Background: an optimization exercise with open tools, aiming at small area, a short achievable clock period and few clock cycles per item. Do not read the settings as production practice.
No functional check of the RTL was part of any run shown here.
No activity file was given, so power comes from the tool's default toggle rates.

==> flow/design.v <==
package grid_pkg;
    localparam int GRID_COLS  = 10;
    localparam int GRID_ROWS  = 20;
    localparam int GRID_CELLS = GRID_COLS * GRID_ROWS;
    typedef logic [7:0] cell_idx_t;
    typedef logic [4:0] row_idx_t;
    typedef logic [3:0] col_idx_t;
    typedef logic [GRID_ROWS-1:0] row_mask_t;
    localparam cell_idx_t CELL_NONE = 8'd255;
endpackage
package piece_pkg;
    typedef enum logic [2:0] {
        PIECE_NONE   = 3'd0,
        PIECE_SQUARE = 3'd1,
        PIECE_BAR    = 3'd2,
        PIECE_S      = 3'd3,
        PIECE_Z      = 3'd4,
        PIECE_L      = 3'd5,
        PIECE_J      = 3'd6,
        PIECE_T      = 3'd7
    } piece_type_t;
    typedef logic [1:0] rotation_t;
    typedef logic [2:0] color_t;
endpackage
module piece_cell_decoder (
    input  logic                   en,
    input  piece_pkg::piece_type_t piece_type,
    input  piece_pkg::rotation_t   rotation,
    input  grid_pkg::cell_idx_t    location,
    output logic [12:0]            hi_0,
    output logic [12:0]            hi_1,
    output logic [12:0]            hi_2,
    output logic [12:0]            hi_3,
    output logic [15:0]            lo_0,
    output logic [15:0]            lo_1,
    output logic [15:0]            lo_2,
    output logic [15:0]            lo_3
);
    logic [15:0] hd;    
    logic [15:0] ld;    
    logic [3:0]  l;
    assign l = location[3:0];
    always_comb begin
        hd = '0;
        ld = '0;
        hd[location[7:4]] = 1'b1;
        ld[location[3:0]] = 1'b1;
    end
    logic [1:0] s0;
    logic [4:0] s1;
    logic [5:0] s2;
    logic [4:0] s3;
    always_comb begin
        s0 = '0;
        s1 = '0;
        s2 = '0;
        s3 = '0;
        case ({piece_type, rotation})
            5'd4: begin s0[1] = 1'b1; s1[4] = 1'b1; s2[1] = 1'b1; s3[2] = 1'b1; end
            5'd5: begin s0[1] = 1'b1; s1[4] = 1'b1; s2[1] = 1'b1; s3[2] = 1'b1; end
            5'd6: begin s0[1] = 1'b1; s1[4] = 1'b1; s2[1] = 1'b1; s3[2] = 1'b1; end
            5'd7: begin s0[1] = 1'b1; s1[4] = 1'b1; s2[1] = 1'b1; s3[2] = 1'b1; end
            5'd8: begin s0[1] = 1'b1; s1[3] = 1'b1; s2[4] = 1'b1; s3[4] = 1'b1; end
            5'd9: begin s0[1] = 1'b1; s1[0] = 1'b1; s2[5] = 1'b1; s3[1] = 1'b1; end
            5'd10: begin s0[1] = 1'b1; s1[3] = 1'b1; s2[4] = 1'b1; s3[4] = 1'b1; end
            5'd11: begin s0[1] = 1'b1; s1[0] = 1'b1; s2[5] = 1'b1; s3[1] = 1'b1; end
            5'd12: begin s0[1] = 1'b1; s1[1] = 1'b1; s2[4] = 1'b1; s3[1] = 1'b1; end
            5'd13: begin s0[1] = 1'b1; s1[2] = 1'b1; s2[2] = 1'b1; s3[0] = 1'b1; end
            5'd14: begin s0[1] = 1'b1; s1[1] = 1'b1; s2[4] = 1'b1; s3[1] = 1'b1; end
            5'd15: begin s0[1] = 1'b1; s1[2] = 1'b1; s2[2] = 1'b1; s3[0] = 1'b1; end
            5'd16: begin s0[1] = 1'b1; s1[4] = 1'b1; s2[3] = 1'b1; s3[2] = 1'b1; end
            5'd17: begin s0[0] = 1'b1; s1[0] = 1'b1; s2[4] = 1'b1; s3[1] = 1'b1; end
            5'd18: begin s0[1] = 1'b1; s1[4] = 1'b1; s2[3] = 1'b1; s3[2] = 1'b1; end
            5'd19: begin s0[0] = 1'b1; s1[0] = 1'b1; s2[4] = 1'b1; s3[1] = 1'b1; end
            5'd20: begin s0[1] = 1'b1; s1[0] = 1'b1; s2[1] = 1'b1; s3[0] = 1'b1; end
            5'd21: begin s0[1] = 1'b1; s1[4] = 1'b1; s2[1] = 1'b1; s3[4] = 1'b1; end
            5'd22: begin s0[1] = 1'b1; s1[4] = 1'b1; s2[2] = 1'b1; s3[0] = 1'b1; end
            5'd23: begin s0[0] = 1'b1; s1[2] = 1'b1; s2[3] = 1'b1; s3[4] = 1'b1; end
            5'd24: begin s0[1] = 1'b1; s1[0] = 1'b1; s2[0] = 1'b1; s3[1] = 1'b1; end
            5'd25: begin s0[0] = 1'b1; s1[1] = 1'b1; s2[1] = 1'b1; s3[3] = 1'b1; end
            5'd26: begin s0[1] = 1'b1; s1[1] = 1'b1; s2[0] = 1'b1; s3[3] = 1'b1; end
            5'd27: begin s0[1] = 1'b1; s1[3] = 1'b1; s2[4] = 1'b1; s3[2] = 1'b1; end
            5'd28: begin s0[1] = 1'b1; s1[3] = 1'b1; s2[4] = 1'b1; s3[1] = 1'b1; end
            5'd29: begin s0[1] = 1'b1; s1[2] = 1'b1; s2[5] = 1'b1; s3[3] = 1'b1; end
            5'd30: begin s0[1] = 1'b1; s1[4] = 1'b1; s2[5] = 1'b1; s3[3] = 1'b1; end
            5'd31: begin s0[1] = 1'b1; s1[4] = 1'b1; s2[5] = 1'b1; s3[1] = 1'b1; end
            default: ;
        endcase
    end
    logic c0_m1;
    assign c0_m1 = en & ((s0[0] & (l <= 4'd8)));
    logic c0_p0;
    assign c0_p0 = en & ((s0[0] & (l >= 4'd9)) | (s0[1] & 1'b1));
    always_comb begin
        for (int h = 0; h < 13; h++) begin
            hi_0[h] = 1'b0;
            if (h - (-1) >= 0 && h - (-1) < 16) hi_0[h] = hi_0[h] | (c0_m1 & hd[(h - (-1) + 16) % 16]);
            if (h - (0) >= 0 && h - (0) < 16) hi_0[h] = hi_0[h] | (c0_p0 & hd[(h - (0) + 16) % 16]);
        end
        for (int j = 0; j < 16; j++) begin
            lo_0[j] = 1'b0;
            lo_0[j] = lo_0[j] | (s0[0] & ld[(j - (-9) + 32) % 16]);
            lo_0[j] = lo_0[j] | (s0[1] & ld[(j - (0) + 32) % 16]);
        end
    end
    logic c1_m2;
    assign c1_m2 = en & ((s1[0] & (l <= 4'd3)));
    logic c1_m1;
    assign c1_m1 = en & ((s1[0] & (l >= 4'd4)) | (s1[1] & (l <= 4'd10)) | (s1[2] & (l <= 4'd9)) | (s1[3] & (l <= 4'd0)));
    logic c1_p0;
    assign c1_p0 = en & ((s1[1] & (l >= 4'd11)) | (s1[2] & (l >= 4'd10)) | (s1[3] & (l >= 4'd1)) | (s1[4] & (l <= 4'd14)));
    logic c1_p1;
    assign c1_p1 = en & ((s1[4] & (l >= 4'd15)));
    always_comb begin
        for (int h = 0; h < 13; h++) begin
            hi_1[h] = 1'b0;
            if (h - (-2) >= 0 && h - (-2) < 16) hi_1[h] = hi_1[h] | (c1_m2 & hd[(h - (-2) + 16) % 16]);
            if (h - (-1) >= 0 && h - (-1) < 16) hi_1[h] = hi_1[h] | (c1_m1 & hd[(h - (-1) + 16) % 16]);
            if (h - (0) >= 0 && h - (0) < 16) hi_1[h] = hi_1[h] | (c1_p0 & hd[(h - (0) + 16) % 16]);
            if (h - (1) >= 0 && h - (1) < 16) hi_1[h] = hi_1[h] | (c1_p1 & hd[(h - (1) + 16) % 16]);
        end
        for (int j = 0; j < 16; j++) begin
            lo_1[j] = 1'b0;
            lo_1[j] = lo_1[j] | (s1[0] & ld[(j - (-20) + 32) % 16]);
            lo_1[j] = lo_1[j] | (s1[1] & ld[(j - (-11) + 32) % 16]);
            lo_1[j] = lo_1[j] | (s1[2] & ld[(j - (-10) + 32) % 16]);
            lo_1[j] = lo_1[j] | (s1[3] & ld[(j - (-1) + 32) % 16]);
            lo_1[j] = lo_1[j] | (s1[4] & ld[(j - (1) + 32) % 16]);
        end
    end
    logic c2_m2;
    assign c2_m2 = en & ((s2[0] & (l <= 4'd4)));
    logic c2_m1;
    assign c2_m1 = en & ((s2[0] & (l >= 4'd5)) | (s2[1] & (l <= 4'd9)) | (s2[2] & (l <= 4'd8)) | (s2[3] & (l <= 4'd7)));
    logic c2_p0;
    assign c2_p0 = en & ((s2[1] & (l >= 4'd10)) | (s2[2] & (l >= 4'd9)) | (s2[3] & (l >= 4'd8)) | (s2[4] & (l <= 4'd14)) | (s2[5] & (l <= 4'd5)));
    logic c2_p1;
    assign c2_p1 = en & ((s2[4] & (l >= 4'd15)) | (s2[5] & (l >= 4'd6)));
    always_comb begin
        for (int h = 0; h < 13; h++) begin
            hi_2[h] = 1'b0;
            if (h - (-2) >= 0 && h - (-2) < 16) hi_2[h] = hi_2[h] | (c2_m2 & hd[(h - (-2) + 16) % 16]);
            if (h - (-1) >= 0 && h - (-1) < 16) hi_2[h] = hi_2[h] | (c2_m1 & hd[(h - (-1) + 16) % 16]);
            if (h - (0) >= 0 && h - (0) < 16) hi_2[h] = hi_2[h] | (c2_p0 & hd[(h - (0) + 16) % 16]);
            if (h - (1) >= 0 && h - (1) < 16) hi_2[h] = hi_2[h] | (c2_p1 & hd[(h - (1) + 16) % 16]);
        end
        for (int j = 0; j < 16; j++) begin
            lo_2[j] = 1'b0;
            lo_2[j] = lo_2[j] | (s2[0] & ld[(j - (-21) + 32) % 16]);
            lo_2[j] = lo_2[j] | (s2[1] & ld[(j - (-10) + 32) % 16]);
            lo_2[j] = lo_2[j] | (s2[2] & ld[(j - (-9) + 32) % 16]);
            lo_2[j] = lo_2[j] | (s2[3] & ld[(j - (-8) + 32) % 16]);
            lo_2[j] = lo_2[j] | (s2[4] & ld[(j - (1) + 32) % 16]);
            lo_2[j] = lo_2[j] | (s2[5] & ld[(j - (10) + 32) % 16]);
        end
    end
    logic c3_m2;
    assign c3_m2 = en & ((s3[0] & (l <= 4'd2)));
    logic c3_m1;
    assign c3_m1 = en & ((s3[0] & (l >= 4'd3)) | (s3[1] & (l <= 4'd9)) | (s3[2] & (l <= 4'd8)) | (s3[3] & (l <= 4'd0)));
    logic c3_p0;
    assign c3_p0 = en & ((s3[1] & (l >= 4'd10)) | (s3[2] & (l >= 4'd9)) | (s3[3] & (l >= 4'd1)) | (s3[4] & (l <= 4'd13)));
    logic c3_p1;
    assign c3_p1 = en & ((s3[4] & (l >= 4'd14)));
    always_comb begin
        for (int h = 0; h < 13; h++) begin
            hi_3[h] = 1'b0;
            if (h - (-2) >= 0 && h - (-2) < 16) hi_3[h] = hi_3[h] | (c3_m2 & hd[(h - (-2) + 16) % 16]);
            if (h - (-1) >= 0 && h - (-1) < 16) hi_3[h] = hi_3[h] | (c3_m1 & hd[(h - (-1) + 16) % 16]);
            if (h - (0) >= 0 && h - (0) < 16) hi_3[h] = hi_3[h] | (c3_p0 & hd[(h - (0) + 16) % 16]);
            if (h - (1) >= 0 && h - (1) < 16) hi_3[h] = hi_3[h] | (c3_p1 & hd[(h - (1) + 16) % 16]);
        end
        for (int j = 0; j < 16; j++) begin
            lo_3[j] = 1'b0;
            lo_3[j] = lo_3[j] | (s3[0] & ld[(j - (-19) + 32) % 16]);
            lo_3[j] = lo_3[j] | (s3[1] & ld[(j - (-10) + 32) % 16]);
            lo_3[j] = lo_3[j] | (s3[2] & ld[(j - (-9) + 32) % 16]);
            lo_3[j] = lo_3[j] | (s3[3] & ld[(j - (-1) + 32) % 16]);
            lo_3[j] = lo_3[j] | (s3[4] & ld[(j - (2) + 32) % 16]);
        end
    end
endmodule
module grid_update_fsm (
    input  logic                clk,
    input  logic                rst_n,
    input  logic                place,
    input  logic                clear,
    input  grid_pkg::row_mask_t full_rows,
    output logic                busy,
    output logic                init,
    output logic                do_place,
    output grid_pkg::row_mask_t shift_1,
    output grid_pkg::row_mask_t shift_2
);
    localparam int R = grid_pkg::GRID_ROWS;
    grid_pkg::row_mask_t pend;       
    logic                more;       
    grid_pkg::row_mask_t pend_1;     
    grid_pkg::row_mask_t pend_2;
    grid_pkg::row_mask_t cur;        
    grid_pkg::row_mask_t left;       
    grid_pkg::row_mask_t new_1;      
    grid_pkg::row_mask_t new_2;
    grid_pkg::row_mask_t nxt_1;      
    grid_pkg::row_mask_t nxt_2;
    logic                do_clear;
    function automatic logic [3*R-1:0] moves(input grid_pkg::row_mask_t m);
        logic [R+1:0]        one_up;    
        logic [R+1:0]        two_up;    
        grid_pkg::row_mask_t s1, s2, rest;
        one_up[R+1] = 1'b0;
        two_up[R+1] = 1'b0;
        one_up[R]   = 1'b0;
        two_up[R]   = 1'b0;
        for (int r = R - 1; r >= 0; r--) begin
            one_up[r] = one_up[r+1] | m[r];
            two_up[r] = two_up[r+1] | (one_up[r+1] & m[r]);
        end
        for (int r = 0; r < R; r++) begin
            s2[r]   = two_up[0] & !one_up[r+2];
            s1[r]   = two_up[0] ? (!two_up[r+1] & one_up[r+2])
                                : (one_up[0] & !one_up[r+1]);
            rest[r] = m[r] & two_up[r+1];
        end
        moves = {rest, s2, s1};
    endfunction
    assign busy     = init | more;
    assign do_place = !busy && place;
    assign do_clear = !busy && !place && clear;
    assign cur      = busy ? pend : (do_clear ? full_rows : '0);
    logic [3*R-1:0] mv_new, mv_cur, mv_nxt;
    assign mv_new = moves(full_rows);
    assign mv_cur = moves(cur);
    assign left   = mv_cur[3*R-1:2*R];
    assign mv_nxt = moves(left);
    assign new_1  = mv_new[R-1:0];
    assign new_2  = mv_new[2*R-1:R];
    assign nxt_1  = mv_nxt[R-1:0];
    assign nxt_2  = mv_nxt[2*R-1:R];
    assign shift_1 = busy ? pend_1 : (do_clear ? new_1 : '0);
    assign shift_2 = busy ? pend_2 : (do_clear ? new_2 : '0);
    always_ff @(posedge clk or negedge rst_n) begin
        if (!rst_n) begin
            init   <= 1'b1;
            pend   <= '0;
            more   <= 1'b0;
            pend_1 <= '0;
            pend_2 <= '0;
        end else begin
            init   <= 1'b0;
            pend   <= left;
            more   <= |left;
            pend_1 <= nxt_1;
            pend_2 <= nxt_2;
        end
    end
endmodule
module color_grid_ram (
    input  logic                clk,
    input  grid_pkg::row_mask_t shift_1,
    input  grid_pkg::row_mask_t shift_2,
    input  logic                init,
    input  logic [grid_pkg::GRID_CELLS-1:0] hit,
    input  piece_pkg::color_t   wr_data,
    input  grid_pkg::cell_idx_t read_addr,
    output piece_pkg::color_t   read_data
);
    localparam int N = grid_pkg::GRID_CELLS;
    localparam int C = grid_pkg::GRID_COLS;
    piece_pkg::color_t mem [N];
    piece_pkg::color_t fill [grid_pkg::GRID_ROWS];
    always_comb begin
        for (int r = 0; r < grid_pkg::GRID_ROWS; r++) begin
            fill[r] = wr_data & {3{!(shift_1[r] | shift_2[r] | init)}};
        end
    end
    always_ff @(posedge clk) begin
        for (int i = 0; i < N; i++) begin
            if (shift_1[i / C] | shift_2[i / C] | init | hit[i]) begin
                mem[i] <= ({3{shift_1[i / C]}} & ((i + C < N) ? mem[(i + C) % N] : 3'd0))
                        | ({3{shift_2[i / C]}} & ((i + 2 * C < N) ? mem[(i + 2 * C) % N] : 3'd0))
                        | fill[i / C];
            end
        end
    end
    localparam int NB = (N + 15) / 16;
    piece_pkg::color_t blk [NB];
    always_comb begin
        for (int b = 0; b < NB; b++) begin
            blk[b] = '0;
            for (int j = 0; j < 16; j++) begin
                if (b * 16 + j < N && read_addr[3:0] == j) blk[b] = mem[(b * 16 + j) % N];
            end
        end
        read_data = '0;
        for (int b = 0; b < NB; b++) begin
            if (read_addr[7:4] == b) read_data = blk[b];
        end
    end
endmodule
module tetris_color_grid (
    input  logic                   clk,
    input  logic                   rst_n,
    input  logic                   place,
    input  piece_pkg::piece_type_t piece_type,
    input  piece_pkg::rotation_t   rotation,
    input  grid_pkg::cell_idx_t    location,
    input  logic                   clear,
    input  grid_pkg::row_mask_t    full_rows,
    output logic                   busy,
    input  grid_pkg::cell_idx_t    read_addr,
    output piece_pkg::color_t      read_data
);
    localparam int N = grid_pkg::GRID_CELLS;
    logic                   init;
    logic                   do_place;
    grid_pkg::row_mask_t    shift_1;
    grid_pkg::row_mask_t    shift_2;
    logic [12:0]            hi [4];
    logic [15:0]            lo [4];
    logic [N-1:0]           hit;
    piece_pkg::color_t      wr_data;
    piece_cell_decoder decode_i (
        .en         (do_place),
        .piece_type (piece_type),
        .rotation   (rotation),
        .location   (location),
        .hi_0       (hi[0]),
        .hi_1       (hi[1]),
        .hi_2       (hi[2]),
        .hi_3       (hi[3]),
        .lo_0       (lo[0]),
        .lo_1       (lo[1]),
        .lo_2       (lo[2]),
        .lo_3       (lo[3])
    );
    grid_update_fsm execute_i (
        .clk       (clk),
        .rst_n     (rst_n),
        .place     (place),
        .clear     (clear),
        .full_rows (full_rows),
        .busy      (busy),
        .init      (init),
        .do_place  (do_place),
        .shift_1   (shift_1),
        .shift_2   (shift_2)
    );
    always_comb begin
        for (int i = 0; i < N; i++) begin
            hit[i] = 1'b0;
            for (int k = 0; k < 4; k++) begin
                hit[i] = hit[i] | (hi[k][i / 16] & lo[k][i % 16]);
            end
        end
    end
    assign wr_data = piece_type;
    color_grid_ram result_i (
        .clk       (clk),
        .shift_1   (shift_1),
        .shift_2   (shift_2),
        .init      (init),
        .hit       (hit),
        .wr_data   (wr_data),
        .read_addr (read_addr),
        .read_data (read_data)
    );
endmodule
==> flow/run.sh <==
#!/bin/bash
# synth_recipe.tcl (not shown) runs the flow's synth.tcl, then flattens the netlist and writes it again
# the make line also repeats each setting of config.mk as NAME=value (left out here)
make -C /OpenROAD-flow-scripts/flow DESIGN_CONFIG=/design/flow/config.mk WORK_HOME=/design/flow/orfs CLKGATE_MAP_FILE= SYNTH_SCRIPT=/design/flow/synth_recipe.tcl finish
==> flow/config.mk <==
export PLATFORM = sky130hd
export DESIGN_NAME = tetris_color_grid
export DESIGN_NICKNAME = tetris_color_grid
export VERILOG_FILES = /design/flow/design.v
export SDC_FILE = /design/flow/constraint.sdc
export NUM_CORES = 4
export LEC_CHECK = 0
export CAP_MARGIN = 20
export CORE_MARGIN = 2
export CORE_UTILIZATION = 40
export SETUP_SLACK_MARGIN = 0.5
export SLEW_MARGIN = 20
==> flow/constraint.sdc <==
create_clock -name core_clock -period 7.0 [get_ports {clk}]
set_input_delay 1.4000 -clock core_clock [delete_from_list [all_inputs] [get_ports {clk}]]
set_output_delay 1.4000 -clock core_clock [all_outputs]
set_load 0.01 [all_outputs]
==> results of run 1 <==
[routing by layer]
metal | track usage | up-vias | part of all wire
met5 | 0 | - | 0.00012
met4 | 0.309 | 4 | 0.096
met3 | 0.138 | 1013 | 0.14
met2 | 0.628 | 4099 | 0.41
met1 | 0.527 | 21600 | 0.35
li1 | - | 17900 | -
[synthesized netlist by cell type, drive strengths merged, types with 13 or more instances]
master	number
o211ai	70
nand2b	31
a22o	31
edfxtp	600
a21oi	174
nor2	340
and3	15
o21ai	160
nand3	67
nand4	13
and2	49
o221ai	45
or2	14
a221oi	83
mux2i	34
dfrtp	54
ha	18
nor3	92
buf	58
nand2	479
a221o	456
a211oi	164
a31oi	27
inv	62
clkbuf	378
a222oi	39
or3	15
a22oi	253
a21o	35
o22ai	271
o31ai	16
[what timing repair did]
item                                    4_1_cts  5_1_grt
pin swaps                                    17       20
resized for setup                            38       16
setup buffers                                11        6
endpoints found under the setup margin        3        3
[state kept, by name (all words and copies together) (netlist names)]
| register | flops |
|---|---|
| execute_i.more | 1 |
| execute_i.pend_2 | 17 |
| result_i.mem | 600 |
| execute_i.pend | 18 |
| execute_i.pend_1 | 18 |
| execute_i.init | 1 |
[cell usage in the layout, fill, tap and decap left out, drive strengths merged, types with 34 or more instances in the layout]
cell type,netlist,final
a211oi,164,164
a21o,35,35
a21oi,174,174
a221o,456,456
a221oi,83,83
a222oi,39,39
a22oi,253,253
and2,49,49
buf,58,373
clkbuf,378,87
clkdlybuf4s50,0,40
dfrtp,54,54
edfxtp,600,600
inv,62,67
mux2i,34,34
nand2,479,479
nand3,67,67
nor2,340,340
nor3,92,92
o211ai,70,70
o21ai,160,160
o221ai,45,45
o22ai,271,271
[report_power, final]
part / switching (W) / internal (W) / total (W) / leakage [nW]
combinational: 0.00160 / 0.000737 / 0.00233 / 9.14
clock: 0.00166 / 0.00240 / 0.00406 / 1.18
sequential: 0.000951 / 0.00500 / 0.00595 / 6.92
[worst paths after layout]
| check | startpoint | endpoint | slack [ns] | depth (start not counted) |
|---|---|---|---|---|
| setup / recovery | read_addr[0] | read_data[2] | 0.68 | 14 |
| hold / removal | result_i.mem[18][1]$_DFFE_PP_ | result_i.mem[8][1]$_DFFE_PP_ | 0.60 | 1 |
| setup reg to reg | execute_i.init$_DFF_PN1_ | execute_i.pend_1[2]$_DFF_PN0_ | 1.96 | 15 |
| hold reg to reg | result_i.mem[18][1]$_DFFE_PP_ | result_i.mem[8][1]$_DFFE_PP_ | 0.60 | 1 |
| max in group asynchronous | rst_n | execute_i.pend[17]$_DFF_PN0_ | 5.62 | 2 |
| min in group asynchronous | rst_n | execute_i.pend_1[2]$_DFF_PN0_ | 0.88 | 2 |
[cell families after synthesis]
logic type / count (synthesis)
xor+xnor: 5
mux: 51
flops: 655
other cells: 1
simple gates: 1160
compound gates: 1917
buf+inv: 498
fa+ha+maj: 25
[stage by stage]
stage / total power [W] / hold WS (ns) / setup TNS (ns)
2_1_floorplan: 0.00661 / 0.545 / 0
3_3_place_gp: 0.00813 / 0.594 / -0.833
3_5_place_dp: 0.00812 / 0.579 / -0.902
4_1_cts: 0.0121 / 0.598 / 0
5_1_grt: 0.0125 / 0.633 / 0
6_report: 0.0123 / 0.599 / 0
[area by class of cell]
type | count | area [um^2] | share of cell area
sequential | 655 | 19400 | 0.396
tap | 1391 | 1740 | 0.0355
clock inverter | 45 | 563 | 0.0115
antenna | 2 | 5.00 | 0.000102
inverter | 62 | 233 | 0.00475
clock buffer | 85 | 1870 | 0.0382
multi-input combinational | 3159 | 21900 | 0.446
timing repair buffer | 417 | 3370 | 0.0687
[critical path, delay by kind of cell]
family | cells | cell delay [ns]
buffers and inverters | 5 | 1.09
AOI/OAI and AO/OA | 7 | 1.31
and+or+nand+nor | 1 | 0.51
muxes | 1 | 0.59
==> notes.md, run 1 <==
The flow ran to the end and the layout has no timing, DRC or antenna violations. The layout cell share with drive strength beyond 1 came out at 0.160. The placed instances occupy a cell area of 0.0462 mm^2. Based on the critical path, the design can be clocked at up to 158 MHz. The number of global-route vias before repair is 40700.

The total global-route track usage is 0.427, and the number of enable-type register cells in the synthesized netlist is 600. Counting flops and latches in the post-synthesis netlist gives 655. The logs give 239 mm for the wire length after detailed routing and 0.403 for the effective utilization at floorplan. edfxtp_1 takes more of the synthesized area than any other cell. Setup violations remaining at the end of the flow were counted as 0. For the final-report hold violation count, the log shows 0. In this run the vertical extent of the chip is 330 um. The area of the die is 0.109 mm^2, and the number of CTS-inserted buffers is 73.

The tools report the count of fill cells added during filler insertion as 9980. The first global-routing pass estimated 327 mm of wire. Counting every net in the synthesized netlist gives 4375. Counting every instance in the synthesized netlist gives 4312. The final critical-path required period works out to 6.32 ns. The count of yosys warnings during synthesis was 9; the minimum setup slack in the final design was 0.677 ns. After routing the design area is 0.0490 mm^2. The top cell type's share of synthesized area came out at 0.424. The post-detailed-route via-to-cell ratio came out at 7.66.

Parity-gate share of the synthesized area counting xor and xnor cells: 0.00103. Dividing the synthesized area by the synthesized cell count gives 9.86 um^2. The fraction of the cycle the final worst path needs works out to 0.903.

By instance count, the cell type seen most on the critical path is buf_4. Clock-pin slew was measured on the worst setup and hold paths at 0.06 ns. The basic-gate share of the synthesized area counting and, or, nand and nor cells is 0.127. Setup repair after global routing left no endpoint under its margin.

CTS placed an instance of clkbuf_16 at the clock tree root. After detailed routing, the number of remaining DRC violations is 0. In this run the worst path has a maximum fanout of 23. Number of antenna violations at the first check in global routing: 3. By area, the combinational part of the netlist is dominated by compound AO/OA/AOI/OAI gates.

The detailed router placed 44600 vias in this run. Yosys attributes the largest share of cell area to edfxtp_1 42%, a221o_1 11%, a22oi_1 4.5%, nand2_1 4.2%, o22ai_1 4.0%. Critical path class: in2out. Entering global routing, the biggest net connects 56 pins. The run gives 0.105 mm^2 as the core footprint. The fraction of the mapped netlist area in adder cells was 0.00694; the number of routed nets with antenna violations was 0. STA classifies the critical path startpoint as a primary input.

The fraction of registers with async set or reset after synthesis is 0.0840, and the leakage power of the design is 17.2 nW. The x dimension of the die is 330 um, and the number of H-tree levels is 3. The final core utilization was 0.465. For the count of routing violations after the opening detailed-route iteration, the log shows 8888. The HPWL after detailed placement is 183 mm. The count of cells in the finished layout, fillers not included, comes to 5816. The synthesized cell area is 0.0425 mm^2.

The tightest min-delay check is of the reg2reg type. Nature of the critical path endpoint: a primary output. Compared with the post-synthesis result, the final layout area differs by 15.3%.

The final layout contains 4431 nets. Dividing the detail-routed wire length by the instance count gives 41.1 um. The setup clock skew after layout is 0.0245 ns, and the number of I/O port buffers is 48.

Once placement completed, the tool counted placed cells totaling 5664. Dividing total power by cell area gives a power density of 252 mW/mm^2. Max-cap violations in this run came to 0.

At the worst endpoint, the required time is 5.60 ns. The site row count is 119. At the pin with the least slew margin, the transition time is 1.24 ns. Primary flip-flop cell chosen by synthesis mapping: edfxtp_1.

Routability-driven placement finished with a final weighted congestion of 1.11. Global routing finished with a remaining overflow of 0. The largest single stage delay on the critical path is 0.59 ns. Clock tree synthesis found a total of 655 sinks. TritonCTS built the clock tree. The first TritonRoute pass finished after 19 iterations. The largest individual stage delay along the critical path comes from the cell mux4_2.

Timing analysis after detailed placement gives a worst setup slack of -0.593 ns. The logs give 0.168 for the headroom to the max-slew limit and 49 for the number of I/O pins. The complex-gate fraction of the synthesized area was 0.349; the maximum ir drop on the vdd rail was 0.000241 V. The arrival time of the worst setup path is 4.92 ns, and the max-slew violation total from the final report is 0. The critical path goes through buf_4 > buf_4 > buf_4 > mux4_2 > a22oi_1 > o221ai_1 > o221ai_1 > a31oi_1 > or4_1 > o22ai_2 > o311a_1 > a311oi_4 > buf_4 > buf_6.

The later-pin clock latency in the skew report came out at 0.66 ns. The run gives 3 as the maximum buffer depth of the clock tree. For this design, the CTS-stage hold fixing added 0 buffers. The run gives 104 as the count of distinct cell types in the synthesized netlist.

The mux share of post-synthesis cell area was 0.0144. The sequential area share after synthesis is 0.456.
==> inputs of run 2 (changes only) <==
--- a/flow/config.mk
+++ b/flow/config.mk
@@ -8,5 +8,5 @@
 export CAP_MARGIN = 20
 export CORE_MARGIN = 2
 export CORE_UTILIZATION = 40
-export SETUP_SLACK_MARGIN = 0.5
+export SETUP_SLACK_MARGIN = 1.5
 export SLEW_MARGIN = 20
==> notes.md, run 2 <==
The run finished with no timing, DRC or antenna violations. Most frequently used cell type in the post-synthesis netlist: edfxtp_1 (unchanged). The total of flip-flops plus latches after synthesis is 655 (unchanged), and the total of max-cap violations is 0 (unchanged). The run gives 0.000269 V (was 0.000241 V) as the maximum ir drop on the vdd rail. The clock transition at the registers of the reported paths was 0.06 ns (about the same); the total global-route track usage was 0.452 (was 0.427). Sequence of cells on the critical path: buf_8 > buf_12 > nand2b_4 > buf_8 > nor2_4 > a222oi_1 > nand3_1 > a21oi_1 > o32ai_1 > o21ai_2 > buf_4 > o2111ai_4 > o221a_4 > nor4_4 > buf_4 > a21oi_2 > or4_4 > buf_6 (was buf_4 > buf_4 > buf_4 > mux4_2 > a22oi_1 > o221ai_1 > o221ai_1 > a31oi_1 > or4_1 > o22ai_2 > o311a_1 > a311oi_4 > buf_4 > buf_6). The fraction of the cycle the final worst path needs works out to 0.859 (was 0.903). The primary flip-flop cell chosen by synthesis mapping was edfxtp_1 (unchanged). The run gives 0 (unchanged) as the post-cts hold buffer count. The top cell type's share of synthesized area was 0.424 (unchanged). Cell area power density: 249 mW/mm^2 (was 252 mW/mm^2). The final core utilization was 0.480 (was 0.465). The fraction of the mapped netlist area in adder cells is 0.00694 (unchanged). Leading registers by flop count: result_i.mem x600, execute_i.pend x18, execute_i.pend_1 x18 (unchanged).

For the worst-case setup slack after placement, the log shows -0.338 ns (was -0.593 ns). The run gives 0 (unchanged) as the number of routed nets with antenna violations. The minimum setup slack in the final design was 0.986 ns (was 0.677 ns). The required time of the critical path came out at 5.60 ns (about the same).

The run gives 45200 (was 44600) as the via total after detailed routing. The arrival time of the worst setup path is 4.61 ns (was 4.92 ns), and the final-stage net count is 4510 (was 4431). The nature of the critical path endpoint is a primary output (unchanged). The pin count of the biggest net entering global routing is 56 (unchanged).

The number of I/O pins was 49 (unchanged). The max-slew violation total from the final report came out at 0 (unchanged). The basic-gate share of the synthesized area counting and, or, nand and nor cells is 0.127 (unchanged). The flip-flop count of the largest register, all copies and words added was 600 (unchanged); the wire length after detailed routing was 252 mm (was 239 mm).

The parity-gate share of the synthesized area counting xor and xnor cells works out to 0.00103 (unchanged). For the number of antenna violations at the first check in global routing, the log shows 8 (was 3). Combinational family with the most area after synthesis: compound AO/OA/AOI/OAI gates (unchanged). Area of the die: 0.109 mm^2 (unchanged). Setup repair after global routing could not meet its margin everywhere. The transition time at the pin with the least slew margin was 1.18 ns (was 1.24 ns); the count of distinct cell types in the synthesized netlist was 104 (unchanged).

The number of I/O port buffers is 48 (unchanged), and the maximum fanout along the worst path is 6 (was 23). The post-detailed-route wirelength per cell is 42.6 um (was 41.1 um). Most common library cell in the layout ignoring fill and taps: edfxtp_1 (unchanged).

Maximum buffer depth of the clock tree: 3 (unchanged). The critical path class was in2out (unchanged). Top cells by area in the synthesized netlist: edfxtp_1 42%, a221o_1 11%, a22oi_1 4.5%, nand2_1 4.2%, o22ai_1 4.0% (unchanged). Critical-path cell with the highest stage delay: or4_4 (was mux4_2). The post-detailed-route via-to-cell ratio is 7.66 (about the same). The type of origin of the critical path was a primary input (unchanged).

The complex-gate fraction of the synthesized area was 0.349 (unchanged). The tools report the root buffer cell as clkbuf_16 (unchanged). The final setup violation count is 0 (unchanged), and the number of enable-type register cells in the synthesized netlist is 600 (unchanged). Total buffers and inverters traversed by the critical path: 6 (was 5). For the clock sink count, the log shows 655 (unchanged). The number of instances in the synthesized netlist is 4312 (unchanged), and the number of CTS-inserted buffers is 76 (was 73). The count of fill cells added during filler insertion was 9731 (was 9980); the final-report hold violation count was 0 (unchanged). The run gives 4375 (unchanged) as the number of nets in the synthesized netlist. The vertical die dimension was 330 um (unchanged); the weighted congestion at the end of routability-driven global placement was 1.07 (was 1.11). The critical path's top delay family is compound AO/OA/AOI/OAI gates (unchanged). Final global-route overflow total: 0 (unchanged). Most frequent cells after synthesis: 600 x edfxtp_1, 478 x nand2_1, 456 x a221o_1 (unchanged). The logs give 9 (unchanged) for the count of yosys warnings during synthesis and 0.0362 ns (was 0.0245 ns) for the setup clock skew after layout. The highest achievable clock rate is 166 MHz (was 158 MHz). Register with the most flip-flops: result_i.mem (unchanged).

The area growth from synthesis to final layout works out to 19.0% (was 15.3%). The layout cell share with drive strength beyond 1 came out at 0.191 (was 0.160). TritonCTS built the clock tree. The run gives 17.9 nW (was 17.2 nW) as the leakage power of the design.

Leading cell types in the layout, fill and taps excluded: 600 x edfxtp_1, 462 x nand2_1, 454 x a221o_1 (was 600 x edfxtp_1, 477 x nand2_1, 456 x a221o_1). The largest area contributor in the netlist was edfxtp_1 (unchanged). Number of H-tree levels: 3 (unchanged). Number of global-route vias before repair: 41100 (was 40700). The first-pass iteration count of the detailed router came out at 10 (was 19). The maximum single-stage delay on the critical path was 0.62 ns (was 0.59 ns); the mux share of post-synthesis cell area was 0.0144 (unchanged). The run gives 119 (unchanged) as the site row count. The first-pass GRT wire length was 343 mm (was 327 mm); the fraction of registers with async set or reset after synthesis was 0.0840 (unchanged). The x dimension of the die works out to 330 um (unchanged).

The sequential area share after synthesis was 0.456 (unchanged). The synthesized cell area was 0.0425 mm^2 (unchanged). The tools report the core footprint as 0.105 mm^2 (unchanged). The effective utilization at floorplan came out at 0.403 (unchanged). For the later-pin clock latency in the skew report, the log shows 0.68 ns (was 0.66 ns). The number of design rule violations left after detail routing came out at 0 (unchanged). The class of the tightest hold or removal check was reg2reg (unchanged). The count of routing violations after the opening detailed-route iteration was 8134 (was 8888). The final HPWL from detailed placement was 193 mm (was 183 mm); the final critical-path required period was 6.01 ns (was 6.32 ns). The mean instance size in the synthesized netlist was 9.86 um^2 (unchanged); the headroom to the max-slew limit was 0.213 (was 0.168).
run 2: cell counts after synthesis:
No cell type changed its count.
run 2: metrics by stage:
stage | instances | TNS, ns | total power, W | cell area, um^2 | hold slack (ns)
floorplan | 4312 | 0 | 0.00661 | 42500 | 0.545
global placement | 5702 | -0.991 | 0.00824 | 46500 | 0.571
detailed placement | 5704 | -0.640 | 0.00821 | 46600 | 0.571
CTS | 5861 | 0 | 0.0123 | 49800 | 0.584
global route | 5899 | 0 | 0.0127 | 50600 | 0.616
finish | 5902 | 0 | 0.0126 | 50600 | 0.588
run 2: where the power goes:
part	internal (W)	switching [W]	total (W)
clock network	0.00238	0.00171	0.00409
logic	0.000820	0.00165	0.00247
registers	0.00500	0.00102	0.00602
run 2: per-layer routing:
layer	up-vias	GRT usage	share of wire
li1	18100	-	-
met1	22100	0.553	0.35
met2	3975	0.665	0.42
met3	1025	0.136	0.13
met4	8	0.349	0.10
met5	-	0.00130	0.00070
run 2: cells by family (layout without fill, tap and decap cells):
kind of cell / count (synthesis) / count (layout)
AO/OA/AOI/OAI: 1917 / 1917
AND/OR/NAND/NOR: 1160 / 1161
flip-flops: 655 / 655
buffers and inverters: 498 / 692
multiplexers: 51 / 51
adder cells (fa/ha/maj): 25 / 25
XOR/XNOR: 5 / 5
other: 1 / 5
run 2: worst paths after layout:
kind | cells after the start | start | endpoint | slack, ns
max in group asynchronous | 2 | rst_n | execute_i.pend_2[9]$_DFF_PN0_ | 5.62
hold / removal | 1 | result_i.mem[16][0]$_DFFE_PP_ | result_i.mem[6][0]$_DFFE_PP_ | 0.59
setup / recovery | 18 | read_addr[2] | read_data[1] | 0.99
setup reg to reg | 15 | execute_i.more$_DFF_PN0_ | execute_i.pend_1[7]$_DFF_PN0_ | 2.11
hold reg to reg | 1 | result_i.mem[16][0]$_DFFE_PP_ | result_i.mem[6][0]$_DFFE_PP_ | 0.59
min in group asynchronous | 2 | rst_n | execute_i.pend_2[1]$_DFF_PN0_ | 0.87
run 2: what timing repair did:
item	in CTS	in global routing
buffers inserted	17	33
endpoints found under the setup margin	117	710
pin swaps	40	44
gates cloned	2	1
resized for setup	133	100
run 2: cell type report:
class	count	area, um^2	share of cell area
Timing Repair Buffer	492	4230	0.0835
Inverter	62	233	0.00460
Antenna cell	4	10.0	0.000198
Sequential cell	655	19400	0.383
Clock inverter	42	467	0.00922
Multi-Input combinational cell	3160	22500	0.444
Clock buffer	96	2050	0.0405
Tap cell	1391	1740	0.0344
==> inputs of run 3 (changes only) <==
--- a/flow/design.v
+++ b/flow/design.v
@@ -195,14 +195,8 @@
     localparam int R = grid_pkg::GRID_ROWS;
     grid_pkg::row_mask_t pend;       
     logic                more;       
-    grid_pkg::row_mask_t pend_1;     
-    grid_pkg::row_mask_t pend_2;
     grid_pkg::row_mask_t cur;        
     grid_pkg::row_mask_t left;       
-    grid_pkg::row_mask_t new_1;      
-    grid_pkg::row_mask_t new_2;
-    grid_pkg::row_mask_t nxt_1;      
-    grid_pkg::row_mask_t nxt_2;
     logic                do_clear;
     function automatic logic [3*R-1:0] moves(input grid_pkg::row_mask_t m);
         logic [R+1:0]        one_up;    
@@ -228,30 +222,20 @@
     assign do_place = !busy && place;
     assign do_clear = !busy && !place && clear;
     assign cur      = busy ? pend : (do_clear ? full_rows : '0);
-    logic [3*R-1:0] mv_new, mv_cur, mv_nxt;
-    assign mv_new = moves(full_rows);
-    assign mv_cur = moves(cur);
-    assign left   = mv_cur[3*R-1:2*R];
-    assign mv_nxt = moves(left);
-    assign new_1  = mv_new[R-1:0];
-    assign new_2  = mv_new[2*R-1:R];
-    assign nxt_1  = mv_nxt[R-1:0];
-    assign nxt_2  = mv_nxt[2*R-1:R];
-    assign shift_1 = busy ? pend_1 : (do_clear ? new_1 : '0);
-    assign shift_2 = busy ? pend_2 : (do_clear ? new_2 : '0);
+    logic [3*R-1:0] mv;
+    assign mv      = moves(cur);
+    assign shift_1 = mv[R-1:0];
+    assign shift_2 = mv[2*R-1:R];
+    assign left    = mv[3*R-1:2*R];
     always_ff @(posedge clk or negedge rst_n) begin
         if (!rst_n) begin
             init   <= 1'b1;
             pend   <= '0;
             more   <= 1'b0;
-            pend_1 <= '0;
-            pend_2 <= '0;
         end else begin
             init   <= 1'b0;
             pend   <= left;
             more   <= |left;
-            pend_1 <= nxt_1;
-            pend_2 <= nxt_2;
         end
     end
 endmodule
--- a/flow/config.mk
+++ b/flow/config.mk
@@ -8,5 +8,6 @@
 export CAP_MARGIN = 20
 export CORE_MARGIN = 2
 export CORE_UTILIZATION = 40
-export SETUP_SLACK_MARGIN = 1.5
+export SETUP_SLACK_MARGIN = 1.0
 export SLEW_MARGIN = 20
+export SYNTH_HIERARCHICAL = 1
==> notes.md, run 3 <==
The run finished with no timing, DRC or antenna violations. The overall power consumption is 0.0227 W (was 0.0126 W). The number of I/O port buffers was 48 (unchanged); the total global-route track usage was 0.381 (was 0.452).

The most common library cell in the layout ignoring fill and taps is edfxtp_1 (unchanged). The run gives 0.576 ns (was 0.588 ns) as the worst hold slack after final layout. TritonCTS built the clock tree. The number of I/O pins is 49 (unchanged), and the post-detailed-route wirelength per cell is 40.8 um (was 42.6 um).

The maximum ir drop on the vdd rail is 0.000360 V (was 0.000269 V), and the maximum fanout along the worst path is 36 (was 6). The tools report the highest achievable clock rate as 164 MHz (was 166 MHz). The total of max-cap violations is 0 (unchanged). The logs give 305 mm (was 343 mm) for the first-pass GRT wire length and 109 (was 104) for the count of distinct cell types in the synthesized netlist. The logs give 0 (unchanged) for the number of design rule violations left after detail routing and 38000 (was 41100) for the number of global-route vias before repair. The tools report the required time of the critical path as 5.60 ns (about the same). The number of enable-type register cells in the synthesized netlist came out at 600 (unchanged). The nature of the critical path endpoint was a primary output (unchanged). Leading cell types in the layout, fill and taps excluded: 600 x edfxtp_1, 573 x a221o_1, 431 x a22oi_1 (was 600 x edfxtp_1, 462 x nand2_1, 454 x a221o_1).

The site row count is 121 (was 119). Leading registers by flop count: result_i.mem x600, execute_i.pend x18 (was result_i.mem x600, execute_i.pend x18, execute_i.pend_1 x18). The weighted congestion at the end of routability-driven global placement is 1.11 (was 1.07). Most frequent cells after synthesis: 600 x edfxtp_1, 573 x a221o_1, 431 x a22oi_1 (was 600 x edfxtp_1, 478 x nand2_1, 456 x a221o_1).

The tools report the setup clock skew after layout as 0.0445 ns (was 0.0362 ns). The later-pin clock latency in the skew report was 0.68 ns (about the same); the core footprint was 0.108 mm^2 (was 0.105 mm^2). The final-report hold violation count was 0 (unchanged). The total of flip-flops plus latches after synthesis came out at 620 (was 655). The root buffer cell is clkbuf_16 (unchanged).

Top cells by area in the synthesized netlist: edfxtp_1 41%, a221o_1 13%, a22oi_1 7.4%, nand2b_1 3.2%, nand2_1 3.0% (was edfxtp_1 42%, a221o_1 11%, a22oi_1 4.5%, nand2_1 4.2%, o22ai_1 4.0%). The fraction of the cycle the final worst path needs works out to 0.872 (was 0.859). Primary flip-flop cell chosen by synthesis mapping: edfxtp_1 (unchanged). The first-pass iteration count of the detailed router is 12 (was 10). The sequential area share after synthesis was 0.425 (was 0.456). The register with the most flip-flops is result_i.mem (unchanged). The logs give 0 ns (unchanged) for the aggregate negative setup slack and 20 (was 8) for the number of antenna violations at the first check in global routing.

The cell area power density was 477 mW/mm^2 (was 249 mW/mm^2); the number of instances in the synthesized netlist was 4140 (was 4312). The logs give 15 (was 9) for the count of yosys warnings during synthesis and 0 (unchanged) for the max-slew violation total from the final report. Largest area contributor in the netlist: edfxtp_1 (unchanged). The class of the tightest hold or removal check was reg2reg (unchanged).

The clock sink count is 620 (was 655), and the pin count of the biggest net entering global routing is 48 (was 56). Setup repair after global routing could not meet its margin everywhere. For the worst-case setup slack after placement, the log shows 0.211 ns (was -0.338 ns). The fraction of registers with async set or reset after synthesis is 0.0323 (was 0.0840). The top cell type's share of synthesized area came out at 0.414 (was 0.424).

The minimum setup slack in the final design is 0.896 ns (was 0.986 ns), and the post-detailed-route via-to-cell ratio is 7.74 (was 7.66). The layout cell share with drive strength beyond 1 came out at 0.138 (was 0.191). The flip-flop count of the largest register, all copies and words added is 600 (unchanged), and the number of nets in the synthesized netlist is 4204 (was 4375).

The final critical-path required period is 6.10 ns (was 6.01 ns), and the area growth from synthesis to final layout is 9.19% (was 19.0%). For the final HPWL from detailed placement, the log shows 164 mm (was 193 mm). For the final global-route overflow total, the log shows 0 (unchanged). The synthesized cell area is 0.0435 mm^2 (was 0.0425 mm^2), and the area of the die is 0.111 mm^2 (was 0.109 mm^2). The transition time at the pin with the least slew margin is 1.11 ns (was 1.18 ns).

The logs give 9594 (was 8134) for the count of routing violations after the opening detailed-route iteration and 0 (unchanged) for the number of routed nets with antenna violations. Type of origin of the critical path: a primary input (unchanged). The tools report the maximum buffer depth of the clock tree as 3 (unchanged). For the wire length after detailed routing, the log shows 221 mm (was 252 mm). The tools report the final-stage net count as 4009 (was 4510). The effective utilization at floorplan is 0.402 (was 0.403), and the clock transition at the registers of the reported paths is 0.06 ns (about the same). The leakage power of the design is 17.6 nW (was 17.9 nW), and the x dimension of the die is 334 um (was 330 um). For the arrival time of the worst setup path, the log shows 4.70 ns (was 4.61 ns). The number of CTS-inserted buffers was 72 (was 76); the final setup violation count was 0 (unchanged). The mean instance size in the synthesized netlist was 10.5 um^2 (was 9.86 um^2). Final core utilization: 0.439 (was 0.480). The most frequently used cell type in the post-synthesis netlist was edfxtp_1 (unchanged). The via total after detailed routing is 42000 (was 45200), and the vertical die dimension is 334 um (was 330 um).

The critical path class is in2out (unchanged). The logs give 0.263 (was 0.213) for the headroom to the max-slew limit and 3 (unchanged) for the number of H-tree levels.
## run 3: cells by family after synthesis
logic type	Yosys count	share of synthesized area
mux	136	0.0446
buf+inv	587	0.0745
xor+xnor	6	0.00121
compound gates	1749	0.327
fa+ha+maj	23	0.00638
simple gates	1018	0.121
other cells	1	0.0000861
flops	620	0.425
## run 3: modules after synthesis (local to each module, per instance)
module              copies in the design  cell area, um^2  flops+latches  cells
tetris_color_grid                      1             5090              0    764
piece_cell_decoder                     1             3860              0    587
color_grid_ram                         1            32500            600   2512
grid_update_fsm                        1             2090             20    277
## run 3: final timing paths
kind / startpoint / to / slack [ns] / cells after the start
max reg2reg: execute_i.more$_DFF_PN0_ / result_i.mem[51][2]$_DFFE_PP_ / 1.50 / 15
max: read_addr[3] / read_data[0] / 0.90 / 10
min in group asynchronous: rst_n / execute_i.pend[2]$_DFF_PN0_ / 1.26 / 1
min reg2reg: result_i.mem[12][1]$_DFFE_PP_ / result_i.mem[2][1]$_DFFE_PP_ / 0.58 / 1
min: result_i.mem[12][1]$_DFFE_PP_ / result_i.mem[2][1]$_DFFE_PP_ / 0.58 / 1
max in group asynchronous: rst_n / execute_i.pend[1]$_DFF_PN0_ / 5.17 / 1
## run 3: through the flow
stage               area, um^2  cells
floorplan                43500   4140
global placement         44700   5274
global route             47500   5417
detailed placement       44700   5274
CTS                      47300   5410
finish                   47500   5427
## run 3: critical path: stages
cell	delay, ns
buf_6	0.30
and2_0	0.48
buf_4	0.40
o221ai_1	0.31
o21a_1	0.25
a21oi_1	0.13
a21oi_1	0.13
o41ai_4	0.55
buf_4	0.20
clkdlybuf4s50_1	0.52
## run 3: final cells by class
| class | count | area [um^2] |
|---|---|---|
| antenna | 12 | 30.0 |
| clock buffer | 83 | 1890 |
| clock inverter | 47 | 483 |
| fill | 10200 | 60900 |
| inverter | 27 | 108 |
| multi-input combinational | 2933 | 22200 |
| sequential | 620 | 18500 |
| tap | 1414 | 1770 |
| timing repair buffer | 291 | 2580 |
## run 3: what timing repair did
| item | 4_1_cts | 5_1_grt |
|---|---|---|
| endpoints found under the hold margin | 0 | 0 |
| gates cloned | 2 | 3 |
| setup endpoints to repair | 3 | 3 |
| gates resized for setup | 46 | 13 |
| hold buffers | 0 | 0 |
| setup buffers | 4 | 1 |
| pin swaps | 2 | 3 |
## run 3: power breakdown
part / total (W) / switching, W / internal, W
logic: 0.00907 / 0.00567 / 0.00340
clock network: 0.00388 / 0.00164 / 0.00224
registers: 0.00971 / 0.00260 / 0.00711
## run 3: per-layer routing
layer	up-vias	wire length, um	track usage
met5	-	251	0.00347
met4	26	17000	0.225
met3	884	31800	0.137
met2	3887	90900	0.546
met1	20600	81600	0.493
li1	16600	-	-
==> inputs of run 4 (changes only) <==
--- a/flow/config.mk
+++ b/flow/config.mk
@@ -8,6 +8,6 @@
 export CAP_MARGIN = 20
 export CORE_MARGIN = 2
 export CORE_UTILIZATION = 40
-export SETUP_SLACK_MARGIN = 1.0
+export SETUP_SLACK_MARGIN = 2.5
 export SLEW_MARGIN = 20
 export SYNTH_HIERARCHICAL = 1
==> notes.md, run 4 <==
Clock transition at the registers of the reported paths: 0.06 ns (about the same). The number of CTS-inserted buffers came out at 70 (was 72). Leading cell types in the layout, fill and taps excluded: 600 x edfxtp_1, 556 x a221o_1, 418 x a22oi_1 (was 600 x edfxtp_1, 573 x a221o_1, 431 x a22oi_1). Number of instances in the synthesized netlist: 4140 (unchanged).

The run gives 620 (unchanged) as the clock sink count. The logs give 4168 (was 4009) for the final-stage net count and 0.0514 mm^2 (was 0.0475 mm^2) for the total non-filler cell area in the finished layout. The tools report the weighted congestion at the end of routability-driven global placement as 1.07 (was 1.11). The critical path class was in2out (unchanged). The transition time at the pin with the least slew margin is 1.02 ns (was 1.11 ns).

Number of H-tree levels: 3 (unchanged). The tools report the root buffer cell as clkbuf_16 (unchanged). Most frequently used cell type in the post-synthesis netlist: edfxtp_1 (unchanged). The effective utilization at floorplan was 0.402 (unchanged). The first-pass GRT wire length was 316 mm (was 305 mm). The final critical-path required period was 5.44 ns (was 6.10 ns). The logs give 49 (unchanged) for the number of I/O pins and 8756 (was 9594) for the count of routing violations after the opening detailed-route iteration. For the total of max-cap violations, the log shows 0 (unchanged). The fraction of the cycle the final worst path needs was 0.778 (was 0.872). The total of flip-flops plus latches after synthesis is 620 (unchanged). The count of yosys warnings during synthesis came out at 15 (unchanged).

The number of design rule violations left after detail routing is 0 (unchanged). The basic-gate share of the synthesized area counting and, or, nand and nor cells was 0.121 (unchanged); the number of routed nets with antenna violations was 0 (unchanged). The logs give 0.0596 ns (was 0.0445 ns) for the setup clock skew after layout and 9864 (was 10200) for the count of fill cells added during filler insertion. Top cells by area in the synthesized netlist: edfxtp_1 41%, a221o_1 13%, a22oi_1 7.4%, nand2b_1 3.2%, nand2_1 3.0% (unchanged). Vertical die dimension: 334 um (unchanged). For the maximum ir drop on the vdd rail, the log shows 0.000283 V (was 0.000360 V). Site row count: 121 (unchanged). The number of global-route vias before repair is 39500 (was 38000). The run gives 0.487 ns (was 0.211 ns) as the worst-case setup slack after placement. The highest achievable clock rate was 184 MHz (was 164 MHz); the final core utilization was 0.474 (was 0.439). The most common library cell in the layout ignoring fill and taps is edfxtp_1 (unchanged). Number of antenna violations at the first check in global routing: 14 (was 20).

The register with the most flip-flops is result_i.mem (unchanged). The post-detailed-route via-to-cell ratio is 7.85 (was 7.74), and the aggregate negative setup slack is 0 ns (unchanged). Max-slew violation total from the final report: 0 (unchanged). The mean instance size in the synthesized netlist was 10.5 um^2 (unchanged); the first-pass iteration count of the detailed router was 14 (was 12). For the total global-route track usage, the log shows 0.396 (was 0.381). The parity-gate share of the synthesized area counting xor and xnor cells is 0.00121 (unchanged). Nature of the critical path endpoint: a primary output (unchanged).

Final HPWL from detailed placement: 166 mm (was 164 mm). The type of origin of the critical path is a primary input (unchanged). For the arrival time of the worst setup path, the log shows 4.04 ns (was 4.70 ns). The run gives 0.0435 mm^2 (unchanged) as the synthesized cell area. The maximum fanout along the worst path works out to 20 (was 36). TritonCTS built the clock tree. The number of I/O port buffers was 48 (unchanged); the pin count of the biggest net entering global routing was 35 (was 48). The flip-flop count of the largest register, all copies and words added is 600 (unchanged). The largest area contributor in the netlist was edfxtp_1 (unchanged). The area of the die was 0.111 mm^2 (unchanged); the x dimension of the die was 334 um (unchanged). Most frequent cells after synthesis: 600 x edfxtp_1, 573 x a221o_1, 431 x a22oi_1 (unchanged). The cell area power density came out at 475 mW/mm^2 (was 477 mW/mm^2). Fraction of the mapped netlist area in adder cells: 0.00638 (unchanged).

Setup repair after global routing could not meet its margin everywhere. The fraction of registers with async set or reset after synthesis is 0.0323 (unchanged), and the layout cell share with drive strength beyond 1 is 0.258 (was 0.138). The tools report the minimum setup slack in the final design as 1.56 ns (was 0.896 ns). The primary flip-flop cell chosen by synthesis mapping was edfxtp_1 (unchanged). The final-report hold violation count is 0 (unchanged). The class of the tightest hold or removal check is reg2reg (unchanged). The maximum buffer depth of the clock tree is 3 (unchanged), and the final global-route overflow total is 0 (unchanged). The run gives 43800 (was 42000) as the via total after detailed routing. The wire length after detailed routing was 233 mm (was 221 mm). The post-cts hold buffer count came out at 0 (unchanged). Leading registers by flop count: result_i.mem x600, execute_i.pend x18 (unchanged). The placed cell area came out at 0.0447 mm^2 (about the same). The run gives 0.425 (unchanged) as the sequential area share after synthesis.

For the core footprint, the log shows 0.108 mm^2 (unchanged). The mux share of post-synthesis cell area was 0.0446 (unchanged); the area growth from synthesis to final layout was 18.1% (was 9.19%). The headroom to the max-slew limit is 0.322 (was 0.263), and the worst hold slack after final layout is 0.591 ns (was 0.576 ns). The combinational family with the most area after synthesis was compound AO/OA/AOI/OAI gates (unchanged). The number of nets in the synthesized netlist came out at 4204 (unchanged). The run finished with no timing, DRC or antenna violations.

The run gives 19.1 nW (was 17.6 nW) as the leakage power of the design. The run gives 109 (unchanged) as the count of distinct cell types in the synthesized netlist. For the final setup violation count, the log shows 0 (unchanged). The number of enable-type register cells in the synthesized netlist was 600 (unchanged); the complex-gate fraction of the synthesized area was 0.327 (unchanged). The later-pin clock latency in the skew report was 0.70 ns (was 0.68 ns); the top cell type's share of synthesized area was 0.414 (unchanged). The post-detailed-route wirelength per cell came out at 41.8 um (was 40.8 um). The required time of the critical path came out at 5.60 ns (about the same).
-- run 4: cell counts after synthesis --
No cell type changed its count.
-- run 4: timing repair --
item	in CTS	in global routing
setup endpoints to repair	1204	1198
gates cloned	24	17
resized for setup	509	214
pin swaps	72	63
setup buffers	99	38
-- run 4: metal layers --
metal | track usage | share of wire | routed length (um) | up-vias
li1 | - | - | - | 17000
met1 | 0.506 | 0.36 | 83300 | 21300
met2 | 0.579 | 0.41 | 96500 | 4384
met3 | 0.135 | 0.15 | 34000 | 1077
met4 | 0.236 | 0.084 | 19500 | 8
met5 | 0 | 0.00023 | 53 | -
-- run 4: final timing paths --
| kind | startpoint | endpoint | slack, ns | cells after the start |
|---|---|---|---|---|
| setup / recovery | read_addr[3] | read_data[1] | 1.56 | 12 |
| hold / removal | result_i.mem[10][0]$_DFFE_PP_ | result_i.mem[0][0]$_DFFE_PP_ | 0.59 | 1 |
| setup reg to reg | execute_i.init$_DFF_PN1_ | result_i.mem[57][0]$_DFFE_PP_ | 2.54 | 20 |
| hold reg to reg | result_i.mem[10][0]$_DFFE_PP_ | result_i.mem[0][0]$_DFFE_PP_ | 0.59 | 1 |
| max in group asynchronous | rst_n | execute_i.more$_DFF_PN0_ | 5.89 | 1 |
| min in group asynchronous | rst_n | execute_i.pend[15]$_DFF_PN0_ | 0.71 | 1 |
-- run 4: cell families (layout without fill, tap and decap cells) --
kind of cell / Yosys count / in the layout
mux: 136 / 136
xor+xnor: 6 / 6
other cells: 1 / 10
buf+inv: 587 / 594
compound gates: 1749 / 1750
simple gates: 1018 / 1029
fa+ha+maj: 23 / 23
flops: 620 / 620
-- run 4: cell type report --
| type | count | area [um^2] | share of cell area |
|---|---|---|---|
| multi-input cells | 2945 | 24100 | 0.469 |
| flip-flops and latches | 620 | 18500 | 0.360 |
| repair buffers | 439 | 4540 | 0.0884 |
| clock buffers | 87 | 1820 | 0.0353 |
| well taps | 1414 | 1770 | 0.0344 |
| clock inverters | 40 | 482 | 0.00937 |
| inverters | 27 | 123 | 0.00239 |
| diodes | 9 | 22.5 | 0.000438 |
| repair inverters | 1 | 7.51 | 0.000146 |
-- run 4: through the flow --
stage / total power, W / std cells
floorplan: 0.0140 / 4140
global placement: 0.0184 / 5268
detailed placement: 0.0184 / 5268
CTS: 0.0230 / 5518
global route: 0.0247 / 5574
finish: 0.0244 / 5582
-- run 4: modules after synthesis (local to each module, per instance) --
module              flip-flops and latches  cells inside
color_grid_ram                         600          2512
tetris_color_grid                        0           764
piece_cell_decoder                       0           587
grid_update_fsm                         20           277
-- run 4: worst max-delay path, cell delays in order --
cell and delay (ns):
buf_6 0.16, buf_4 0.24, nor2b_2 0.16, buf_6 0.15
nand2_1 0.16, a21o_1 0.28, a31o_2 0.24, a221oi_1 0.31
nor3_2 0.08, buf_4 0.17, o211ai_1 0.39, buf_2 0.26
-- run 4: power breakdown --
group / internal (W) / switching [W]
clock network: 0.00219 / 0.00165
logic: 0.00428 / 0.00650
registers: 0.00711 / 0.00271
==> inputs of run 5 (changes only) <==
--- a/flow/design.v
+++ b/flow/design.v
@@ -252,18 +252,12 @@
     localparam int N = grid_pkg::GRID_CELLS;
     localparam int C = grid_pkg::GRID_COLS;
     piece_pkg::color_t mem [N];
-    piece_pkg::color_t fill [grid_pkg::GRID_ROWS];
-    always_comb begin
-        for (int r = 0; r < grid_pkg::GRID_ROWS; r++) begin
-            fill[r] = wr_data & {3{!(shift_1[r] | shift_2[r] | init)}};
-        end
-    end
     always_ff @(posedge clk) begin
         for (int i = 0; i < N; i++) begin
             if (shift_1[i / C] | shift_2[i / C] | init | hit[i]) begin
                 mem[i] <= ({3{shift_1[i / C]}} & ((i + C < N) ? mem[(i + C) % N] : 3'd0))
                         | ({3{shift_2[i / C]}} & ((i + 2 * C < N) ? mem[(i + 2 * C) % N] : 3'd0))
-                        | fill[i / C];
+                        | wr_data;
             end
         end
     end
@@ -338,7 +332,7 @@
             end
         end
     end
-    assign wr_data = piece_type;
+    assign wr_data = do_place ? piece_type : 3'd0;
     color_grid_ram result_i (
         .clk       (clk),
         .shift_1   (shift_1),
==> notes.md, run 5 <==
The flow ran to the end and the layout has no timing, DRC or antenna violations. The minimum setup slack in the final design was 1.42 ns (was 1.56 ns). The critical path class was in2out (unchanged). The class of the tightest hold or removal check was reg2reg (unchanged). The area growth from synthesis to final layout is 18.5% (was 18.1%), and the post-detailed-route wirelength per cell is 39.9 um (was 41.8 um). The final-stage net count is 4122 (was 4168).

The logs give 0.388 (was 0.396) for the total global-route track usage and 0 ns (unchanged) for the aggregate negative setup slack. Arrival time of the worst setup path: 4.18 ns (was 4.04 ns). The count of yosys warnings during synthesis is 14 (was 15), and the pin count of the biggest net entering global routing is 80 (was 35). The run gives 4152 (was 4204) as the number of nets in the synthesized netlist. The register with the most flip-flops is result_i.mem (unchanged). For the number of non-filler instances in the completed layout, the log shows 5516 (was 5582). The top cell type's share of synthesized area is 0.421 (was 0.414). The number of I/O port buffers is 48 (unchanged). Setup repair after global routing could not meet its margin everywhere.

Root buffer cell: clkbuf_16 (unchanged). Final critical-path required period: 5.58 ns (was 5.44 ns). The flip-flop count of the largest register, all copies and words added was 600 (unchanged). The worst-case setup slack after placement is 0.293 ns (was 0.487 ns), and the fraction of the cycle the final worst path needs is 0.798 (was 0.778).

The placed cell area is 0.0444 mm^2 (was 0.0447 mm^2). Largest area contributor in the netlist: edfxtp_1 (unchanged). Synthesized cell area: 0.0428 mm^2 (was 0.0435 mm^2). TritonCTS built the clock tree. The worst hold slack after final layout came out at 0.582 ns (was 0.591 ns). The clock transition at the registers of the reported paths works out to 0.06 ns (about the same). The number of enable-type register cells in the synthesized netlist is 600 (unchanged), and the layout cell share with drive strength beyond 1 is 0.243 (was 0.258). The first-pass GRT wire length came out at 303 mm (was 316 mm). The logs give 0.0185 mm^2 (about the same) for the sequential cell area and 5226 (was 5268) for the number of placed instances, taps included. For the effective utilization at floorplan, the log shows 0.405 (was 0.402). For the core footprint, the log shows 0.106 mm^2 (was 0.108 mm^2).

The later-pin clock latency in the skew report is 0.63 ns (was 0.70 ns), and the setup clock skew after layout is 0.0340 ns (was 0.0596 ns). Transition time at the pin with the least slew margin: 1.25 ns (was 1.02 ns). The clock sink count is 620 (unchanged), and the count of fill cells added during filler insertion is 9655 (was 9864).

Leakage power of the design: 18.7 nW (was 19.1 nW). The count of routing violations after the opening detailed-route iteration was 7776 (was 8756); the site row count was 119 (was 121). The logs give 71 (was 70) for the number of CTS-inserted buffers and 0 (unchanged) for the final global-route overflow total. The number of design rule violations left after detail routing was 0 (unchanged); the post-detailed-route via-to-cell ratio was 7.76 (was 7.85). Most frequent cells after synthesis: 600 x edfxtp_1, 577 x a221o_1, 424 x a22oi_1 (was 600 x edfxtp_1, 573 x a221o_1, 431 x a22oi_1).

Fraction of registers with async set or reset after synthesis: 0.0323 (unchanged). The number of I/O pins was 49 (unchanged). Leading cell types in the layout, fill and taps excluded: 600 x edfxtp_1, 552 x a221o_1, 409 x a22oi_1 (was 600 x edfxtp_1, 556 x a221o_1, 418 x a22oi_1). The run gives 0.110 mm^2 (was 0.111 mm^2) as the area of the die. The first-pass iteration count of the detailed router was 9 (was 14).

Top cells by area in the synthesized netlist: edfxtp_1 42%, a221o_1 14%, a22oi_1 7.4%, nand2b_1 3.2%, nand2_1 3.0% (was edfxtp_1 41%, a221o_1 13%, a22oi_1 7.4%, nand2b_1 3.2%, nand2_1 3.0%). The weighted congestion at the end of routability-driven global placement was 1.09 (was 1.07); the count of distinct cell types in the synthesized netlist was 105 (was 109). The vertical die dimension came out at 331 um (was 334 um).

The wire length after detailed routing is 220 mm (was 233 mm). The number of instances in the synthesized netlist is 4088 (was 4140). The maximum buffer depth of the clock tree is 3 (unchanged), and the sequential area share after synthesis is 0.433 (was 0.425). The total of flip-flops plus latches after synthesis works out to 620 (unchanged). The most frequently used cell type in the post-synthesis netlist was edfxtp_1 (unchanged). Mean instance size in the synthesized netlist: 10.5 um^2 (about the same). The headroom to the max-slew limit is 0.169 (was 0.322), and the number of H-tree levels is 3 (unchanged). Maximum fanout along the worst path: 28 (was 20). Via total after detailed routing: 42800 (was 43800).

Final-report hold violation count: 0 (unchanged). The most common library cell in the layout ignoring fill and taps is edfxtp_1 (unchanged). The cell area power density is 438 mW/mm^2 (was 475 mW/mm^2). The max-slew violation total from the final report is 0 (unchanged). For the final setup violation count, the log shows 0 (unchanged). The tools report the total non-filler cell area in the finished layout as 0.0507 mm^2 (was 0.0514 mm^2). The primary flip-flop cell chosen by synthesis mapping was edfxtp_1 (unchanged). The required time of the critical path is 5.60 ns (about the same), and the total of max-cap violations is 0 (unchanged). The highest achievable clock rate is 179 MHz (was 184 MHz). Leading registers by flop count: result_i.mem x600, execute_i.pend x18 (unchanged). Nature of the critical path endpoint: a primary output (unchanged).

The run gives 0.0235 mm^2 (was 0.0241 mm^2) as the total area of multi-input combinational cells. Number of antenna violations at the first check in global routing: 19 (was 14). The x dimension of the die is 331 um (was 334 um).

For the number of routed nets with antenna violations, the log shows 0 (unchanged). For the final HPWL from detailed placement, the log shows 153 mm (was 166 mm). Type of origin of the critical path: a primary input (unchanged).

The logs give 0.000346 V (was 0.000283 V) for the maximum ir drop on the vdd rail and 39000 (was 39500) for the number of global-route vias before repair.
==> run 5: cell families after synthesis <==
logic type	count (synthesis)	synth area share
xor+xnor	6	0.00123
buf+inv	566	0.0718
simple gates	983	0.115
flops	620	0.433
compound gates	1756	0.331
mux	133	0.0420
fa+ha+maj	23	0.00649
other cells	1	0.0000877
==> run 5: timing repair <==
action                                   CTS  global route
pin swaps                                 63            42
setup buffers                             86            37
gates resized for setup                  465           162
gates cloned                              25             2
endpoints found under the setup margin  1174          1105
hold buffers                               0             0
==> run 5: per-module statistics from Yosys, one instance, submodules excluded <==
module | area [um^2] | cells | flops+latches | copies in the design
piece_cell_decoder | 3850 | 587 | 0 | 1
color_grid_ram | 31700 | 2457 | 600 | 1
tetris_color_grid | 5100 | 767 | 0 | 1
grid_update_fsm | 2090 | 277 | 20 | 1
==> run 5: worst max-delay path, cell delays in order <==
cell	delay [ns]
buf_16	0.14
buf_16	0.17
buf_4	0.25
o21ai_0	0.61
a21oi_1	0.23
nor3_1	0.25
o22ai_1	0.20
a21oi_2	0.32
o41a_1	0.37
buf_2	0.20
==> run 5: path summary, 6_finish.rpt <==
path	start	end	slack (ns)	depth (start not counted)
min in group asynchronous	rst_n	execute_i.pend[16]$_DFF_PN0_	1.31	1
max	read_addr[0]	read_data[2]	1.42	10
min reg2reg	result_i.mem[195][0]$_DFFE_PP_	result_i.mem[185][0]$_DFFE_PP_	0.58	1
max in group asynchronous	rst_n	execute_i.more$_DFF_PN0_	5.02	1
max reg2reg	execute_i.init$_DFF_PN1_	result_i.mem[83][1]$_DFFE_PP_	2.62	19
min	result_i.mem[195][0]$_DFFE_PP_	result_i.mem[185][0]$_DFFE_PP_	0.58	1
==> run 5: stage by stage <==
| step | power [W] | util |
|---|---|---|
| after CTS | 0.0214 | 0.470 |
| final | 0.0222 | 0.480 |
| after floorplan | 0.0131 | - |
| after global placement | 0.0167 | 0.420 |
| after global routing | 0.0226 | 0.479 |
| after detailed placement | 0.0168 | 0.420 |
==> run 5: routing by layer <==
metal | vias to the layer above | wire length (um) | GRT usage
li1 | 16800 | - | -
met1 | 21000 | 80100 | 0.502
met2 | 4010 | 88800 | 0.543
met3 | 978 | 31200 | 0.128
met4 | 10 | 20100 | 0.273
met5 | - | 88 | 0
==> run 5: cell type report <==
cell class	count	area share
Clock buffer	83	0.0363
Tap cell	1391	0.0343
Sequential cell	620	0.365
Multi-Input combinational cell	2908	0.464
Clock inverter	42	0.00703
Timing Repair Buffer	432	0.0897
Inverter	25	0.00210
Antenna cell	15	0.000740
==> run 5: where the power goes <==
group / switching, W / leakage [nW] / internal (W)
Sequential: 0.00233 / 6.77 / 0.00690
Combinational: 0.00559 / 10.9 / 0.00375
Clock: 0.00158 / 1.05 / 0.00207
Total: 0.00950 / 18.7 / 0.0127

static timing again, ports no longer ideal:
In the flow no input, the clock included, has a driving cell. The finished layouts below were timed again as built, in two steps. Step 1, drivers: a clkbuf_16 drives clk and a buf_2 each remaining input, both assumed. Step 2 adds t to the input delays and takes it off the output delays; t is the mean of the earliest and latest rising clock arrival at the registers after step 1. Input paths then give back, and output paths get back, about the clock's delay inside the block. Slacks: ideal / step 1 / step 2; pairs: ideal / step 1.
| run | t, ns | slack for setup (ns) | hold slack, ns |
|---|---|---|---|
| run 1 | 0.736 | 0.677 / 0.651 / 0.251 | 0.599 / 0.599 / 0.599 |
| run 2 | 0.740 | 0.986 / 0.823 / 0.781 | 0.588 / 0.588 / 0.588 |
| run 3 | 0.726 | 0.896 / 0.745 / 0.616 | 0.576 / 0.576 / 0.576 |
| run 4 | 0.738 | 1.556 / 1.227 / 1.227 | 0.591 / 0.591 / 0.591 |
| run 5 | 0.678 | 1.416 / 1.068 / 1.068 | 0.582 / 0.582 / 0.582 |
After both steps setup and hold are still met in every run listed. The setup slack of run 1, which loses most, moves by -0.026 ns with the drivers and by -0.426 ns with both steps.
